What follows belongs to an exercise in optimizing a design on an open flow for small area, a short achievable clock period and few clock cycles per item; a production flow would make more cautious choices. Only simulation tests tie the RTL to the original design; equivalence was not proved. No activity file was given, so power comes from the tool's default toggle rates.

`design.v`:
```
package rv_pkg;
	parameter int XLEN   = 32;
	parameter int REG_AW = 5;
	parameter logic [6:0] OP_R     = 7'b0110011;
	parameter logic [6:0] OP_IMM   = 7'b0010011;
	parameter logic [6:0] OP_LOAD  = 7'b0000011;
	parameter logic [6:0] OP_STORE = 7'b0100011;
	parameter logic [2:0] F3_ADD  = 3'b000;
	parameter logic [2:0] F3_SLL  = 3'b001;
	parameter logic [2:0] F3_SLT  = 3'b010;
	parameter logic [2:0] F3_SLTU = 3'b011;
	parameter logic [2:0] F3_XOR  = 3'b100;
	parameter logic [2:0] F3_SR   = 3'b101;
	parameter logic [2:0] F3_OR   = 3'b110;
	parameter logic [2:0] F3_AND  = 3'b111;
	typedef enum logic [3:0] {
		ALU_ADD  = 4'd0,
		ALU_SUB  = 4'd1,
		ALU_SLL  = 4'd2,
		ALU_SLT  = 4'd3,
		ALU_SLTU = 4'd4,
		ALU_XOR  = 4'd5,
		ALU_SRL  = 4'd6,
		ALU_SRA  = 4'd7,
		ALU_OR   = 4'd8,
		ALU_AND  = 4'd9
	} alu_op_e;
endpackage
`timescale 1ns/1ps
import rv_pkg::*;
module rv_alu (
	input  logic [2:0]      f3,
	input  logic            alt,      
	input  logic            is_alu,   
	input  logic            is_r,     
	input  logic [XLEN-1:0] a,
	input  logic [XLEN-1:0] b,
	output logic [XLEN-1:0] result,
	output logic [XLEN-1:0] sum
);
	logic            sub;
	logic [XLEN-1:0] bx;
	logic            cout;
	logic            lt_s;
	logic            lt_u;
	logic            left;
	logic            fill;
	logic [XLEN-1:0] a_rev;
	logic [XLEN-1:0] sh_in;
	logic [XLEN-1:0] sh_out;
	logic [XLEN-1:0] sh_rev;
	assign sub = is_alu && ((f3 == F3_ADD && alt && is_r) || f3 == F3_SLT || f3 == F3_SLTU);
	assign bx  = b ^ {XLEN{sub}};
	assign {cout, sum} = {1'b0, a} + {1'b0, bx} + {{XLEN{1'b0}}, sub};
	assign lt_u = !cout;
	assign lt_s = (a[XLEN-1] ^ b[XLEN-1]) ? a[XLEN-1] : sum[XLEN-1];
	always_comb begin
		for (int i = 0; i < XLEN; i++)
			a_rev[i] = a[XLEN-1-i];
	end
	assign left   = !f3[2];
	assign fill   = alt && a[XLEN-1];
	assign sh_in  = left ? a_rev : a;
	assign sh_out = XLEN'($signed({fill, sh_in}) >>> b[4:0]);
	always_comb begin
		for (int i = 0; i < XLEN; i++)
			sh_rev[i] = sh_out[XLEN-1-i];
	end
	always_comb begin
		case (f3)
			F3_ADD:  result = sum;
			F3_SLL:  result = sh_rev;
			F3_SLT:  result = {{(XLEN-1){1'b0}}, lt_s};
			F3_SLTU: result = {{(XLEN-1){1'b0}}, lt_u};
			F3_XOR:  result = a ^ b;
			F3_SR:   result = sh_out;
			F3_OR:   result = a | b;
			default: result = a & b;
		endcase
	end
endmodule
`timescale 1ns/1ps
import rv_pkg::*;
module rv_fetch #(
	parameter int IMEM_AW = 12
) (
	input  logic               CLK,
	input  logic               RSTn,
	output logic [31:0]        count,
	output logic [IMEM_AW-1:0] i_mem_addr
);
	always_ff @(posedge CLK) begin
		if (RSTn)
			count <= '0;
		else
			count <= count + 32'd1;
	end
	assign i_mem_addr = {count[IMEM_AW-3:0], 2'b00};
endmodule
`timescale 1ns/1ps
import rv_pkg::*;
module rv_decode (
	input  logic [XLEN-1:0] instr,
	output logic            is_alu,
	output logic            is_r,
	output logic            is_load,
	output logic            is_store,
	output logic [XLEN-1:0] imm
);
	assign is_alu   = instr[4];
	assign is_r     = instr[4] && instr[5];
	assign is_load  = !instr[4] && !instr[5];
	assign is_store = !instr[4] && instr[5];
	assign imm = {{20{instr[31]}}, instr[31:25], is_store ? instr[11:7] : instr[24:20]};
endmodule
`timescale 1ns/1ps
import rv_pkg::*;
module rv_execute #(
	parameter int DMEM_AW = 12
) (
	input  logic [XLEN-1:0]    instr,
	input  logic [XLEN-1:0]    rf_rd1,
	input  logic [XLEN-1:0]    rf_rd2,
	input  logic [XLEN-1:0]    d_mem_rdata,
	output logic [REG_AW-1:0]  rf_ra1,
	output logic [REG_AW-1:0]  rf_ra2,
	output logic               rf_we,
	output logic [REG_AW-1:0]  rf_wa,
	output logic [XLEN-1:0]    rf_wd,
	output logic [DMEM_AW-1:0] d_mem_addr,
	output logic [XLEN-1:0]    d_mem_wdata,
	output logic               d_mem_we
);
	logic            is_alu;
	logic            is_r;
	logic            is_load;
	logic            is_store;
	logic [XLEN-1:0] imm;
	logic [XLEN-1:0] b;
	logic [XLEN-1:0] alu_y;
	logic [XLEN-1:0] sum;
	rv_decode u_decode (
		.instr    (instr),
		.is_alu   (is_alu),
		.is_r     (is_r),
		.is_load  (is_load),
		.is_store (is_store),
		.imm      (imm)
	);
	assign rf_ra1 = instr[19:15];
	assign rf_ra2 = instr[24:20];
	assign b      = is_r ? rf_rd2 : imm;
	rv_alu u_alu (
		.f3     (instr[14:12]),
		.alt    (instr[30]),
		.is_alu (is_alu),
		.is_r   (is_r),
		.a      (rf_rd1),
		.b      (b),
		.result (alu_y),
		.sum    (sum)
	);
	rv_mem_wb #(.DMEM_AW(DMEM_AW)) u_mem_wb (
		.rd          (instr[11:7]),
		.is_alu      (is_alu),
		.is_load     (is_load),
		.is_store    (is_store),
		.alu_y       (alu_y),
		.sum         (sum),
		.rs2_val     (rf_rd2),
		.d_mem_rdata (d_mem_rdata),
		.rf_we       (rf_we),
		.rf_wa       (rf_wa),
		.rf_wd       (rf_wd),
		.d_mem_addr  (d_mem_addr),
		.d_mem_wdata (d_mem_wdata),
		.d_mem_we    (d_mem_we)
	);
endmodule
`timescale 1ns/1ps
import rv_pkg::*;
module rv_mem_wb #(
	parameter int DMEM_AW = 12
) (
	input  logic [REG_AW-1:0]  rd,
	input  logic               is_alu,
	input  logic               is_load,
	input  logic               is_store,
	input  logic [XLEN-1:0]    alu_y,
	input  logic [XLEN-1:0]    sum,
	input  logic [XLEN-1:0]    rs2_val,
	input  logic [XLEN-1:0]    d_mem_rdata,
	output logic               rf_we,
	output logic [REG_AW-1:0]  rf_wa,
	output logic [XLEN-1:0]    rf_wd,
	output logic [DMEM_AW-1:0] d_mem_addr,
	output logic [XLEN-1:0]    d_mem_wdata,
	output logic               d_mem_we
);
	assign d_mem_addr  = sum[DMEM_AW+1:2];
	assign d_mem_wdata = rs2_val;
	assign d_mem_we    = is_store;
	assign rf_we = (is_alu || is_load) && (rd != '0);
	assign rf_wa = rd;
	assign rf_wd = is_load ? d_mem_rdata : alu_y;
endmodule
`timescale 1ns/1ps
import rv_pkg::*;
module rv_core_top #(
	parameter int IMEM_AW = 12,
	parameter int DMEM_AW = 12
) (
	input  logic               CLK,
	input  logic               RSTn,
	output logic [IMEM_AW-1:0] i_mem_addr,
	input  logic [XLEN-1:0]    i_mem_rdata,
	output logic [REG_AW-1:0]  rf_ra1,
	output logic [REG_AW-1:0]  rf_ra2,
	input  logic [XLEN-1:0]    rf_rd1,
	input  logic [XLEN-1:0]    rf_rd2,
	output logic               rf_we,
	output logic [REG_AW-1:0]  rf_wa,
	output logic [XLEN-1:0]    rf_wd,
	output logic [DMEM_AW-1:0] d_mem_addr,
	output logic [XLEN-1:0]    d_mem_wdata,
	output logic               d_mem_we,
	input  logic [XLEN-1:0]    d_mem_rdata,
	output logic [31:0]        num_inst
);
	logic [31:0] count;
	rv_fetch #(.IMEM_AW(IMEM_AW)) u_fetch (
		.CLK        (CLK),
		.RSTn       (RSTn),
		.count      (count),
		.i_mem_addr (i_mem_addr)
	);
	assign num_inst = count;
	rv_execute #(.DMEM_AW(DMEM_AW)) u_execute (
		.instr       (i_mem_rdata),
		.rf_rd1      (rf_rd1),
		.rf_rd2      (rf_rd2),
		.d_mem_rdata (d_mem_rdata),
		.rf_ra1      (rf_ra1),
		.rf_ra2      (rf_ra2),
		.rf_we       (rf_we),
		.rf_wa       (rf_wa),
		.rf_wd       (rf_wd),
		.d_mem_addr  (d_mem_addr),
		.d_mem_wdata (d_mem_wdata),
		.d_mem_we    (d_mem_we)
	);
endmodule
```
`run.sh`:
```
#!/bin/bash
# synth_recipe.tcl (not shown) runs the flow's synth.tcl, then flattens the netlist and writes it again
# the make line also repeats each setting of config.mk as NAME=value (left out here)
make -C /OpenROAD-flow-scripts/flow DESIGN_CONFIG=/design/flow/config.mk WORK_HOME=/design/flow/orfs CLKGATE_MAP_FILE= SYNTH_SCRIPT=/design/flow/synth_recipe.tcl finish
```
`config.mk`:
```
export PLATFORM = sky130hd
export DESIGN_NAME = rv_core_top
export DESIGN_NICKNAME = rv_core_top
export VERILOG_FILES = /design/flow/design.v
export SDC_FILE = /design/flow/constraint.sdc
export NUM_CORES = 4
export LEC_CHECK = 0
export CAP_MARGIN = 20
export CORE_MARGIN = 2
export CORE_UTILIZATION = 30
export SLEW_MARGIN = 20
```
`constraint.sdc`:
```
create_clock -name core_clock -period 6.5 [get_ports {CLK}]
set_input_delay 1.3000 -clock core_clock [delete_from_list [all_inputs] [get_ports {CLK}]]
set_output_delay 1.3000 -clock core_clock [all_outputs]
set_load 0.01 [all_outputs]
```
==> flow_summary.toml <==
[run_status]
status = "no timing/DRC/antenna violations"

[worst_setup_path]
start_kind = "input pin"
crit_buf_inv = 8
crit_type = "in2out"
path_common_cell = "buf_4"
required_ns = 5.20
crit_slowest_cell = "or4_1"
crit_family = "buffers and inverters"
endpoint_kind = "output pin"
slowest_delay_ns = 0.42
crit_chain = "buf_4, buf_6, mux2i_4, a21o_1, buf_4, nor2_2, nor2_2, fa_2, nor2b_4, o311ai_2, buf_4, nand3_4, a221oi_2, buf_4, o31a_1, buf_4, buf_4, nand2b_1, a31o_2, nor3_2, or4_1, a21o_1, buf_2"
crit_arrival_ns = 5.11
worstPathMaxFanout = 4

[sta]
holdWs_ns = 0.479
hold_viol_final = 0
tightestPinTransition_ns = 0.810
tns_ns = 0
slew_headroom_pct = 46.0
finalSetupViolCount = 0
fin_skew_ns = 0.00277
min_period_ns = 6.41
drv_slew = 0
fin_crit_sh_pct = 98.7
fmax_mhz = 156

[power_and_ir_drop]
combPwrFrac_pct = 78.4
powerDensity_nw_per_um2 = 143
sw_frac_of_total_pct = 44.3
ir_drop_v = 0.000130
power_frac_seq_pct = 9.4
p_sw_uw = 941
p_clk_share_pct = 12.2
intPower_mw = 1.18
p_leak_nw = 6.58

[finish]
nets = 2034
largest_reg_flops = 32
fin_cells = 2250
reg.largest.list = "u_fetch.count x32"
antennaDiodeCount = 0
drive_gt1_share_pct = 23.7
utilization_pct = 45.9
top_register = "u_fetch.count"
syn2layout_area_growth_pct = 51.3

[floorplanning]
io_pins = 267
die_area_um2 = 34200
die_x_um = 185
core_um2 = 32400
initial_utilization_pct = 30.3
fp-row-count = 66
die_y_um = 185

[route]
wirelength_um = 47400
initialDrtViolationCount = 1195
drcViolationCount = 0
routedWlPerCell_um = 21.1
vias = 12500
final_antenna_net_count = 0
drt-pass1-iter-count = 7
via_per_inst = 5.54

[synthesis]
synth_edf_count = 0
yosysTopAreaCell = "ha_1"
syn_area_per_cell_um2 = 6.98
synthCells = 1407
async_reset_ff_share_pct = 0
syn_area_um2 = 9820
yosysSeqAreaShare_pct = 6.52
ys_types = 80
yosys_warnings = 2
synth_top_flop_cell = "dfxtp_1"
synth_seq_cells = 32
ys_top_cells_by_area = "ha_1, a21oi_1, mux2i_1"
yosysTopAreaCellShare_pct = 12.2

[clock_network]
cts_sinks = 32
htreeDepth = 2
path_clk_slew_ns = 0.05
root_buffer = "clkbuf_16"
cts-hold-fix-buffers = 0
cts_buffer_depth = 2
clock_latency_ns = 0.27
cts_buffers = 5
cts_tree = "done"

[global_route]
antenna_found_initial = 0
grt_first_pass_wirelength_um = 71400
grt_pass1_vias = 12000
grt_overflow = 0
grt_usage_pct = 26.9
grt_max_degree = 51

[run]
cap_violations = 0

[placement]
io_buffers = 249
post-place-cells = 2228
gp_congestion = 0.984
hpwl_um = 38500

[hold_path]
hold_path_class = "reg2reg"
layer usage:
layer / GRT usage [%] / part of all wire [%] / routed length, µm / vias up
met5: 0 / 0 / 0 / -
met4: 7.78 / 3.0 / 1410 / 0
met3: 2.71 / 6.3 / 3000 / 77
met2: 44.7 / 47 / 22300 / 526
met1: 36.8 / 44 / 20800 / 5944
li1: - / - / - / 5917
stage by stage:
step | cell area, µm² | setup slack (ns) | power [mW]
6_report | 14900 | 0.0855 | 2.12
5_1_grt | 14900 | -0.0146 | 2.25
4_1_cts | 14700 | 0.00672 | 2.08
3_5_place_dp | 14300 | -0.786 | 1.78
3_3_place_gp | 14300 | -0.730 | 1.77
2_1_floorplan | 9870 | -0.0511 | 0.982
logic make-up (layout without fill, tap and decap cells):
kind of cell / after synthesis / count (layout) / synth area share [%]
DFF: 32 / 32 / 6.52
buffers and inverters: 230 / 630 / 11.5
xor gates and xnor gates: 76 / 76 / 6.78
other: 1 / 2 / 0.0382
AOI/OAI and AO/OA: 446 / 446 / 29.6
and+or+nand+nor: 425 / 425 / 20.0
muxes: 100 / 100 / 13.1
adders and majority gates: 97 / 97 / 12.4
placed cells by master, fill, tap and decap left out, drive strengths merged, types with 17 or more instances in the layout:
master         netlist  final
buf                 95    309
clkdlybuf4s50        0    213
a21oi              157    157
nor2               126    126
nand2              124    124
ha                  96     96
o21ai               80     80
inv                 71     71
mux2i               69     69
xor2                51     51
nor3                46     46
nand3               38     38
dfxtp               32     32
xnor2               25     25
or3                 24     24
a21o                22     22
mux4                22     22
a31oi               20     20
a221oi              20     20
a211oi              17     17
final cells by class:
cell class | instances | area (µm²)
repair buffers | 549 | 4800
multi-input cells | 1146 | 8420
flip-flops and latches | 32 | 641
inverters | 73 | 274
clock buffers | 6 | 129
clock inverters | 2 | 35.0
well taps | 442 | 553
fillers | 3331 | 17500
power by group through the flow:
| stage | clock (mW) | sequential, mW | combinational (mW) |
|---|---|---|---|
| global route | 0.272 | 0.200 | 1.78 |
| detailed placement | 0 | 0.204 | 1.58 |
| floorplan | 0 | 0.205 | 0.777 |
| finish | 0.259 | 0.200 | 1.66 |
| CTS | 0.264 | 0.200 | 1.61 |
| global placement | 0 | 0.204 | 1.57 |
path summary, 6_finish.rpt:
path / start / end / slack [ns] / depth (start not counted)
max reg2reg: u_fetch.count[3] / u_fetch.count[31] / 4.13 / 10
min: u_fetch.count[0] / u_fetch.count[0] / 0.48 / 1
min reg2reg: u_fetch.count[0] / u_fetch.count[0] / 0.48 / 1
max: i_mem_rdata[4] / rf_wd[0] / 0.09 / 23
Yosys cell counts (20+ instances only):
cell type and count:
nor2_1 126, or3_1 24, mux4_2 22, a21oi_1 156, inv_1 69, dfxtp_1 32
xnor2_1 25, nor3_1 46, a31oi_1 20, o21ai_0 75, buf_4 63, ha_1 96
clkbuf_1 62, a21o_1 22, mux2i_1 68, xor2_1 51, buf_2 22, nand2_1 124
nand3_1 38
worst reg2reg max path, delay by kind of cell, from the launching register on:
kind / cells / cell delay [ns]
XOR/XNOR: 1 / 0.14
AND/OR/NAND/NOR: 9 / 1.61
flip-flops: 1 / 0.49
timing repair:
item	in CTS	in global routing
buffers inserted	11	4
resized for setup	79	53
pin swaps	20	27
endpoints found under the setup margin	30	27
Testbench counts, summed over its fixed seeds: cycles 4,800, instructions 4,800.

==> re-timing with driven ports <==
The flow's constraints put no driver on any port. The routed layout listed below was extracted and timed again, unchanged, in two steps.
Step 1, drivers: a clkbuf_16 drives CLK and a buf_2 each remaining input, both assumed.
Step 2, shift: input delay + t, output delay - t, t = (earliest + latest rising clock arrival at the registers) / 2. This alone moves slack from input paths to output paths.
Three values: ideal ports, drivers, drivers and shift; two values: the first two.
t (ns): 0.297
setup slack, ns: 0.085 / 0.062 / 0.062
worst hold slack (ns): 0.479 / 0.479 / 0.479
clock arrival spread, ns: 0.003 / 0.003
pins driven straight from the clock port: 1
After both steps setup and hold are still met in this run. The setup slack of this run moves by -0.023 ns with the drivers and by -0.023 ns with both steps.
